This is an optimization exercise on Yosys and OpenROAD, whose aim is small area, a short achievable clock period and few clock cycles per item, not a production implementation.
Where RTL was checked, it was by simulation tests only, not by an equivalence proof against the original.
Power is estimated from default activity; no workload was simulated.

## rev 12
==> module mac_array_acc, before the edit <==
module mac_array_acc #(
  parameter int DATA_WIDTH = 8,
  parameter int ACC_WIDTH  = 32,
  parameter int LANES      = 4,
  parameter int LEN_W      = 16
) (
  input  logic                        clk,
  input  logic                        rst_n,
  input  logic                        start,
  input  logic [LEN_W-1:0]            vec_len,
  input  logic [LANES*ACC_WIDTH-1:0]  bias,
  input  logic                        sat_en,
  input  logic                        in_valid,
  output logic                        in_ready,
  input  logic [LANES*DATA_WIDTH-1:0] operand_a,
  input  logic [LANES*DATA_WIDTH-1:0] operand_b,
  output logic                        out_valid,
  input  logic                        out_ready,
  output logic [LANES*ACC_WIDTH-1:0]  out_data,
  output logic [LANES-1:0]            overflow,
  output logic                        busy
);
  logic             r_in_ready;
  logic             r_out_valid;
  logic             r_fin;
  logic             r_pvld;
  logic [LEN_W-1:0] r_cnt;
  logic             r_sat;
  logic             w_beat, w_load, w_last, w_empty;
  assign busy    = r_in_ready | r_fin | (r_out_valid & ~out_ready);
  assign w_load  = start & ~busy;
  assign w_beat  = in_valid & r_in_ready;
  assign w_last  = (r_cnt == LEN_W'(1));
  assign w_empty = (vec_len == '0);
  always_ff @(posedge clk or negedge rst_n) begin
    if (!rst_n) begin
      r_in_ready  <= 1'b0;
      r_out_valid <= 1'b0;
      r_fin       <= 1'b0;
      r_pvld      <= 1'b0;
    end else begin
      r_fin <= w_beat & w_last;
      r_pvld <= w_beat;
      if (w_load) begin
        r_in_ready  <= ~w_empty;
        r_out_valid <= w_empty;
      end else if (w_beat && w_last) begin
        r_in_ready  <= 1'b0;
      end else if (r_fin) begin
        r_out_valid <= 1'b1;
      end else if (out_ready) begin
        r_out_valid <= 1'b0;
      end
    end
  end
  always_ff @(posedge clk) begin
    if (w_load) begin
      r_cnt <= vec_len;
      r_sat <= sat_en;
    end else if (w_beat) begin
      r_cnt <= r_cnt - 1'b1;
    end
  end
  for (genvar g = 0; g < LANES; g++) begin : g_lane
    logic [11:0]           w_be;
    logic [15:0]           w_p, r_p, p_g;
    logic [15:0]           s;
    logic                  c;
    logic [ACC_WIDTH-1:0]  r_acc;
    logic                  r_ovf;
    logic [15:0]           hi, hi_nxt, lo_nxt;
    logic [15:0]           ones_below, zeros_below, m_up, m_dn;
    logic                  up, dn, v;
    logic                  is_max, is_min, sat_max, sat_min;
    mac_booth_enc u_enc (
      .b  (operand_b[g*DATA_WIDTH +: DATA_WIDTH]),
      .be (w_be)
    );
    mac_mul u_mul (
      .a  (operand_a[g*DATA_WIDTH +: DATA_WIDTH]),
      .be (w_be),
      .p  (w_p)
    );
    always_ff @(posedge clk) begin
      r_p <= w_p;
    end
    assign p_g = r_p & {16{r_pvld}};
    mac_add16 u_add (
      .x (r_acc[15:0]),
      .y (p_g),
      .s (s),
      .c (c)
    );
    assign hi = r_acc[31:16];
    always_comb begin
      ones_below[0]  = 1'b1;
      zeros_below[0] = 1'b1;
      for (int i = 1; i < 16; i++) begin
        ones_below[i]  = ones_below[i-1] & hi[i-1];
        zeros_below[i] = zeros_below[i-1] & ~hi[i-1];
      end
    end
    assign is_max  = ones_below[15] & ~hi[15];
    assign is_min  = zeros_below[15] & hi[15];
    assign sat_max = r_sat & is_max;
    assign sat_min = r_sat & is_min;
    assign m_up    = ones_below & {16{~sat_max}};
    assign m_dn    = zeros_below & {16{~sat_min}};
    assign up  = c & ~p_g[15];
    assign dn  = ~c & p_g[15];
    assign v   = (up & is_max) | (dn & is_min);
    assign hi_nxt = hi ^ (({16{up}} & m_up) | ({16{dn}} & m_dn));
    assign lo_nxt = (s | {16{up & sat_max}}) & ~{16{dn & sat_min}};
    always_ff @(posedge clk) begin
      if (w_load) begin
        r_acc <= bias[g*ACC_WIDTH +: ACC_WIDTH];
        r_ovf <= 1'b0;
      end else begin
        r_acc <= {hi_nxt, lo_nxt};
        r_ovf <= r_ovf | v;
      end
    end
    assign out_data[g*ACC_WIDTH +: ACC_WIDTH] = r_acc;
    assign overflow[g] = r_ovf;
  end
  assign in_ready  = r_in_ready;
  assign out_valid = r_out_valid;
endmodule
==> flow/config.mk <==
export PLATFORM = sky130hd
export DESIGN_NAME = mac_array_acc
export DESIGN_NICKNAME = mac_array_acc
export VERILOG_FILES = /design/flow/design.v
export SDC_FILE = /design/flow/constraint.sdc
export NUM_CORES = 4
export LEC_CHECK = 0
export ABC_AREA = 1
export CAP_MARGIN = 20
export CORE_MARGIN = 2
export CORE_UTILIZATION = 40
export SLEW_MARGIN = 20
==> flow/constraint.sdc <==
create_clock -name core_clock -period 5.5 [get_ports {clk}]
set_input_delay 1.1000 -clock core_clock [delete_from_list [all_inputs] [get_ports {clk}]]
set_output_delay 1.1000 -clock core_clock [all_outputs]
set_load 0.01 [all_outputs]
standard.sh (not shown) runs the stock make flow with config.mk's settings and CLKGATE_MAP_FILE= SYNTH_SCRIPT=/design/flow/synth_recipe.tcl, a recipe that flattens the netlist after the stock synthesis.
==> flow/flow/run.sh <==
#!/bin/bash
# The standard layout, with the smallest plain buffer on every port in
# place of the default port buffer cell, and a clock tree without dummy
# loads and with larger sink clusters.
set -euo pipefail
bash standard.sh \
  'BUFFER_PORTS_ARGS=-buffer_cell sky130_fd_sc_hd__buf_1' \
  'CTS_ARGS=-sink_clustering_enable -repair_clock_nets -dont_use_dummy_load -sink_clustering_size 30 -sink_clustering_max_diameter 80' \
  finish > standard.log 2>&1
For rev 13, these inputs were changed with respect to rev 12:
--- a/flow/design.v
+++ b/flow/design.v
@@ -21,33 +21,29 @@
   output logic                        busy
 );
   logic             r_in_ready;
   logic             r_out_valid;
-  logic             r_fin;
   logic             r_pvld;
   logic [LEN_W-1:0] r_cnt;
   logic             r_sat;
   logic             w_beat, w_load, w_last, w_empty;
-  assign busy    = r_in_ready | r_fin | (r_out_valid & ~out_ready);
+  assign busy    = r_in_ready | (r_out_valid & ~out_ready);
   assign w_load  = start & ~busy;
   assign w_beat  = in_valid & r_in_ready;
   assign w_last  = (r_cnt == LEN_W'(1));
   assign w_empty = (vec_len == '0);
   always_ff @(posedge clk or negedge rst_n) begin
     if (!rst_n) begin
       r_in_ready  <= 1'b0;
       r_out_valid <= 1'b0;
-      r_fin       <= 1'b0;
       r_pvld      <= 1'b0;
     end else begin
-      r_fin <= w_beat & w_last;
       r_pvld <= w_beat;
       if (w_load) begin
         r_in_ready  <= ~w_empty;
         r_out_valid <= w_empty;
       end else if (w_beat && w_last) begin
         r_in_ready  <= 1'b0;
-      end else if (r_fin) begin
         r_out_valid <= 1'b1;
       end else if (out_ready) begin
         r_out_valid <= 1'b0;
       end
@@ -119,10 +115,10 @@
         r_acc <= {hi_nxt, lo_nxt};
         r_ovf <= r_ovf | v;
       end
     end
-    assign out_data[g*ACC_WIDTH +: ACC_WIDTH] = r_acc;
-    assign overflow[g] = r_ovf;
+    assign out_data[g*ACC_WIDTH +: ACC_WIDTH] = {hi_nxt, lo_nxt};
+    assign overflow[g] = r_ovf | v;
   end
   assign in_ready  = r_in_ready;
   assign out_valid = r_out_valid;
 endmodule
## What came out
Rev 13 against rev 12: top achievable clock speed now smaller, required time of the critical path moved down, leakage dissipation went up 4.4%, global-route wire length before repair moved up, maximum vdd drop fell about 14%. Relative to rev 12, the number of tap cells added at floorplan measured on rev 13 has increased by a little under 10%. Fraction of power consumed by combinational cells was higher in the run labelled rev 13. Rev 12 → rev 13: setup slack lost 0.48 ns; post-synthesis cell area higher.
No functional check of the RTL was part of any run of this note.

========
Another version of the RTL of mac_array_acc (not shown whole).
Size in the first run: roughly 2,800 cells after synthesis, roughly 220 flip-flops, about 350 I/O pins.
==> module mac_array_acc, before the edit <==
module mac_array_acc #(
  parameter int DATA_WIDTH = 8,
  parameter int ACC_WIDTH  = 32,
  parameter int LANES      = 4,
  parameter int LEN_W      = 16
) (
  input  logic                        clk,
  input  logic                        rst_n,
  input  logic                        start,
  input  logic [LEN_W-1:0]            vec_len,
  input  logic [LANES*ACC_WIDTH-1:0]  bias,
  input  logic                        sat_en,
  input  logic                        in_valid,
  output logic                        in_ready,
  input  logic [LANES*DATA_WIDTH-1:0] operand_a,
  input  logic [LANES*DATA_WIDTH-1:0] operand_b,
  output logic                        out_valid,
  input  logic                        out_ready,
  output logic [LANES*ACC_WIDTH-1:0]  out_data,
  output logic [LANES-1:0]            overflow,
  output logic                        busy
);
  logic             r_in_ready;
  logic             r_out_valid;
  logic [LEN_W-1:0] r_cnt;
  logic             r_sat;
  logic             w_beat, w_load, w_last, w_empty;
  assign busy    = r_in_ready | (r_out_valid & ~out_ready);
  assign w_load  = start & ~busy;
  assign w_beat  = in_valid & r_in_ready;
  assign w_last  = (r_cnt == LEN_W'(1));
  assign w_empty = (vec_len == '0);
  always_ff @(posedge clk or negedge rst_n) begin
    if (!rst_n) begin
      r_in_ready  <= 1'b0;
      r_out_valid <= 1'b0;
    end else begin
      if (w_load) begin
        r_in_ready  <= ~w_empty;
        r_out_valid <= w_empty;
      end else if (w_beat && w_last) begin
        r_in_ready  <= 1'b0;
        r_out_valid <= 1'b1;
      end else if (out_ready) begin
        r_out_valid <= 1'b0;
      end
    end
  end
  always_ff @(posedge clk) begin
    if (w_load) begin
      r_cnt <= vec_len;
      r_sat <= sat_en;
    end else if (w_beat) begin
      r_cnt <= r_cnt - 1'b1;
    end
  end
  for (genvar g = 0; g < LANES; g++) begin : g_lane
    logic [DATA_WIDTH-1:0] a_g;
    logic [11:0]           w_be;
    logic [15:0]           w_p, r_p, p_g;
    logic [15:0]           s;
    logic                  c;
    logic [ACC_WIDTH-1:0]  r_acc;
    logic                  r_ovf;
    logic [15:0]           hi, hi_nxt, lo_nxt;
    logic [15:0]           ones_below, zeros_below, m_up, m_dn, hi_c0, hi_c1;
    logic                  p_neg, f1, f0, v;
    logic                  is_max, is_min, sat_max, sat_min;
    assign a_g = operand_a[g*DATA_WIDTH +: DATA_WIDTH] & {DATA_WIDTH{w_beat}};
    mac_booth_enc u_enc (
      .b  (operand_b[g*DATA_WIDTH +: DATA_WIDTH]),
      .be (w_be)
    );
    mac_mul u_mul (
      .a  (a_g),
      .be (w_be),
      .p  (w_p)
    );
    always_ff @(posedge clk) begin
      r_p <= w_p;
    end
    assign p_g = r_p;
    mac_add16 u_add (
      .x (r_acc[15:0]),
      .y (p_g),
      .s (s),
      .c (c)
    );
    assign hi = r_acc[31:16];
    always_comb begin
      ones_below[0]  = 1'b1;
      zeros_below[0] = 1'b1;
      for (int i = 1; i < 16; i++) begin
        ones_below[i]  = ones_below[i-1] & hi[i-1];
        zeros_below[i] = zeros_below[i-1] & ~hi[i-1];
      end
    end
    assign is_max  = ones_below[15] & ~hi[15];
    assign is_min  = zeros_below[15] & hi[15];
    assign sat_max = r_sat & is_max;
    assign sat_min = r_sat & is_min;
    assign m_up    = ones_below & {16{~sat_max}};
    assign m_dn    = zeros_below & {16{~sat_min}};
    assign p_neg = p_g[15];
    assign hi_c1 = p_neg ? hi : (hi ^ m_up);
    assign hi_c0 = p_neg ? (hi ^ m_dn) : hi;
    assign hi_nxt = c ? hi_c1 : hi_c0;
    assign v  = c ? (~p_neg & is_max) : (p_neg & is_min);
    assign f1 = c & ~p_neg & sat_max;
    assign f0 = ~c & p_neg & sat_min;
    assign lo_nxt = (s | {16{f1}}) & ~{16{f0}};
    always_ff @(posedge clk) begin
      if (w_load) begin
        r_acc <= bias[g*ACC_WIDTH +: ACC_WIDTH];
        r_ovf <= 1'b0;
      end else begin
        r_acc <= {hi_nxt, lo_nxt};
        r_ovf <= r_ovf | v;
      end
    end
    assign out_data[g*ACC_WIDTH +: ACC_WIDTH] = {hi_nxt, lo_nxt};
    assign overflow[g] = r_ovf | v;
  end
  assign in_ready  = r_in_ready;
  assign out_valid = r_out_valid;
endmodule
clock: 5.5 ns
lec_check: 0
abc_area: 1
cap_margin: 20
core_margin: 2
core_utilization: 40
setup_slack_margin: 0.8
slew_margin: 20
Scripts as last shown in full above: flow/flow/run.sh
Testbench counts at the start, summed over its fixed seeds: cycles 5,520, jobs 320.
Change:
--- a/flow/design.v
+++ b/flow/design.v
@@ -20,10 +20,11 @@
   output logic [LANES-1:0]            overflow,
   output logic                        busy
 );
   logic             r_in_ready;
   logic             r_out_valid;
+  logic             r_pvld;
   logic [LEN_W-1:0] r_cnt;
   logic             r_sat;
   logic             w_beat, w_load, w_last, w_empty;
   assign busy    = r_in_ready | (r_out_valid & ~out_ready);
   assign w_load  = start & ~busy;
@@ -32,11 +33,13 @@
   assign w_empty = (vec_len == '0);
   always_ff @(posedge clk or negedge rst_n) begin
     if (!rst_n) begin
       r_in_ready  <= 1'b0;
       r_out_valid <= 1'b0;
+      r_pvld      <= 1'b0;
     end else begin
+      r_pvld <= w_beat;
       if (w_load) begin
         r_in_ready  <= ~w_empty;
         r_out_valid <= w_empty;
       end else if (w_beat && w_last) begin
         r_in_ready  <= 1'b0;
@@ -53,35 +56,33 @@
     end else if (w_beat) begin
       r_cnt <= r_cnt - 1'b1;
     end
   end
   for (genvar g = 0; g < LANES; g++) begin : g_lane
-    logic [DATA_WIDTH-1:0] a_g;
     logic [11:0]           w_be;
     logic [15:0]           w_p, r_p, p_g;
     logic [15:0]           s;
     logic                  c;
     logic [ACC_WIDTH-1:0]  r_acc;
     logic                  r_ovf;
     logic [15:0]           hi, hi_nxt, lo_nxt;
-    logic [15:0]           ones_below, zeros_below, m_up, m_dn, hi_c0, hi_c1;
-    logic                  p_neg, f1, f0, v;
+    logic [15:0]           ones_below, zeros_below, m_up, m_dn;
+    logic                  up, dn, v;
     logic                  is_max, is_min, sat_max, sat_min;
-    assign a_g = operand_a[g*DATA_WIDTH +: DATA_WIDTH] & {DATA_WIDTH{w_beat}};
     mac_booth_enc u_enc (
       .b  (operand_b[g*DATA_WIDTH +: DATA_WIDTH]),
       .be (w_be)
     );
     mac_mul u_mul (
-      .a  (a_g),
+      .a  (operand_a[g*DATA_WIDTH +: DATA_WIDTH]),
       .be (w_be),
       .p  (w_p)
     );
     always_ff @(posedge clk) begin
       r_p <= w_p;
     end
-    assign p_g = r_p;
+    assign p_g = r_p & {16{r_pvld}};
     mac_add16 u_add (
       .x (r_acc[15:0]),
       .y (p_g),
       .s (s),
       .c (c)
@@ -99,18 +100,15 @@
     assign is_min  = zeros_below[15] & hi[15];
     assign sat_max = r_sat & is_max;
     assign sat_min = r_sat & is_min;
     assign m_up    = ones_below & {16{~sat_max}};
     assign m_dn    = zeros_below & {16{~sat_min}};
-    assign p_neg = p_g[15];
-    assign hi_c1 = p_neg ? hi : (hi ^ m_up);
-    assign hi_c0 = p_neg ? (hi ^ m_dn) : hi;
-    assign hi_nxt = c ? hi_c1 : hi_c0;
-    assign v  = c ? (~p_neg & is_max) : (p_neg & is_min);
-    assign f1 = c & ~p_neg & sat_max;
-    assign f0 = ~c & p_neg & sat_min;
-    assign lo_nxt = (s | {16{f1}}) & ~{16{f0}};
+    assign up  = c & ~p_g[15];
+    assign dn  = ~c & p_g[15];
+    assign v   = (up & is_max) | (dn & is_min);
+    assign hi_nxt = hi ^ (({16{up}} & m_up) | ({16{dn}} & m_dn));
+    assign lo_nxt = (s | {16{up & sat_max}}) & ~{16{dn & sat_min}};
     always_ff @(posedge clk) begin
       if (w_load) begin
         r_acc <= bias[g*ACC_WIDTH +: ACC_WIDTH];
         r_ovf <= 1'b0;
       end else begin
Outcome: Worst setup slack gets better by 0.046 ns; wire length decreases slightly; clock power drops by roughly a tenth; cell area increases by a few percent; total power shrinks by a quarter to a third; sequential share of layout area went down by 0.66 points; die area came out higher by a few percent; hold slack gets better by 0.12 ns; combinational power fell by a quarter to a third.
Function not checked in the second run of this note: the RTL went through the layout flow alone.

[afterwards: timing with drivers on the ports]
No port has a modelled driver above. Below, the same layouts with a new extraction and two added sets of constraints.
Step 1 sets driving cells, clkbuf_16 on the clock port and buf_2 on the other inputs (assumed; they add their load-dependent delay and slew).
Step 2 adds t to the input delays and takes it off the output delays; t is the mean of the earliest and latest rising clock arrival at the registers after step 1. Input paths then give back, and output paths get back, about the clock's delay inside the block.
Slacks: no drivers / after step 1 / after step 2; pairs: no drivers / after step 1.
run | t, ns | setup WS [ns] | worst hold slack (ns)
rev 12 | 0.556 | 0.850 / 0.875 / 0.319 | 0.396 / 0.372 / 0.480
rev 13 | 0.537 | 0.365 / 0.317 / 0.474 | 0.472 / 0.453 / 0.521
the first run of note 2 | 0.562 | 0.899 / 0.849 / 0.507 | 0.379 / 0.367 / 0.551
the second run of note 2 | 0.547 | 0.944 / 0.892 / 0.584 | 0.501 / 0.472 / 0.516
After both steps setup and hold are still met in every run listed. The setup slack of rev 12, which loses most, moves by +0.025 ns with the drivers and by -0.531 ns with both steps.
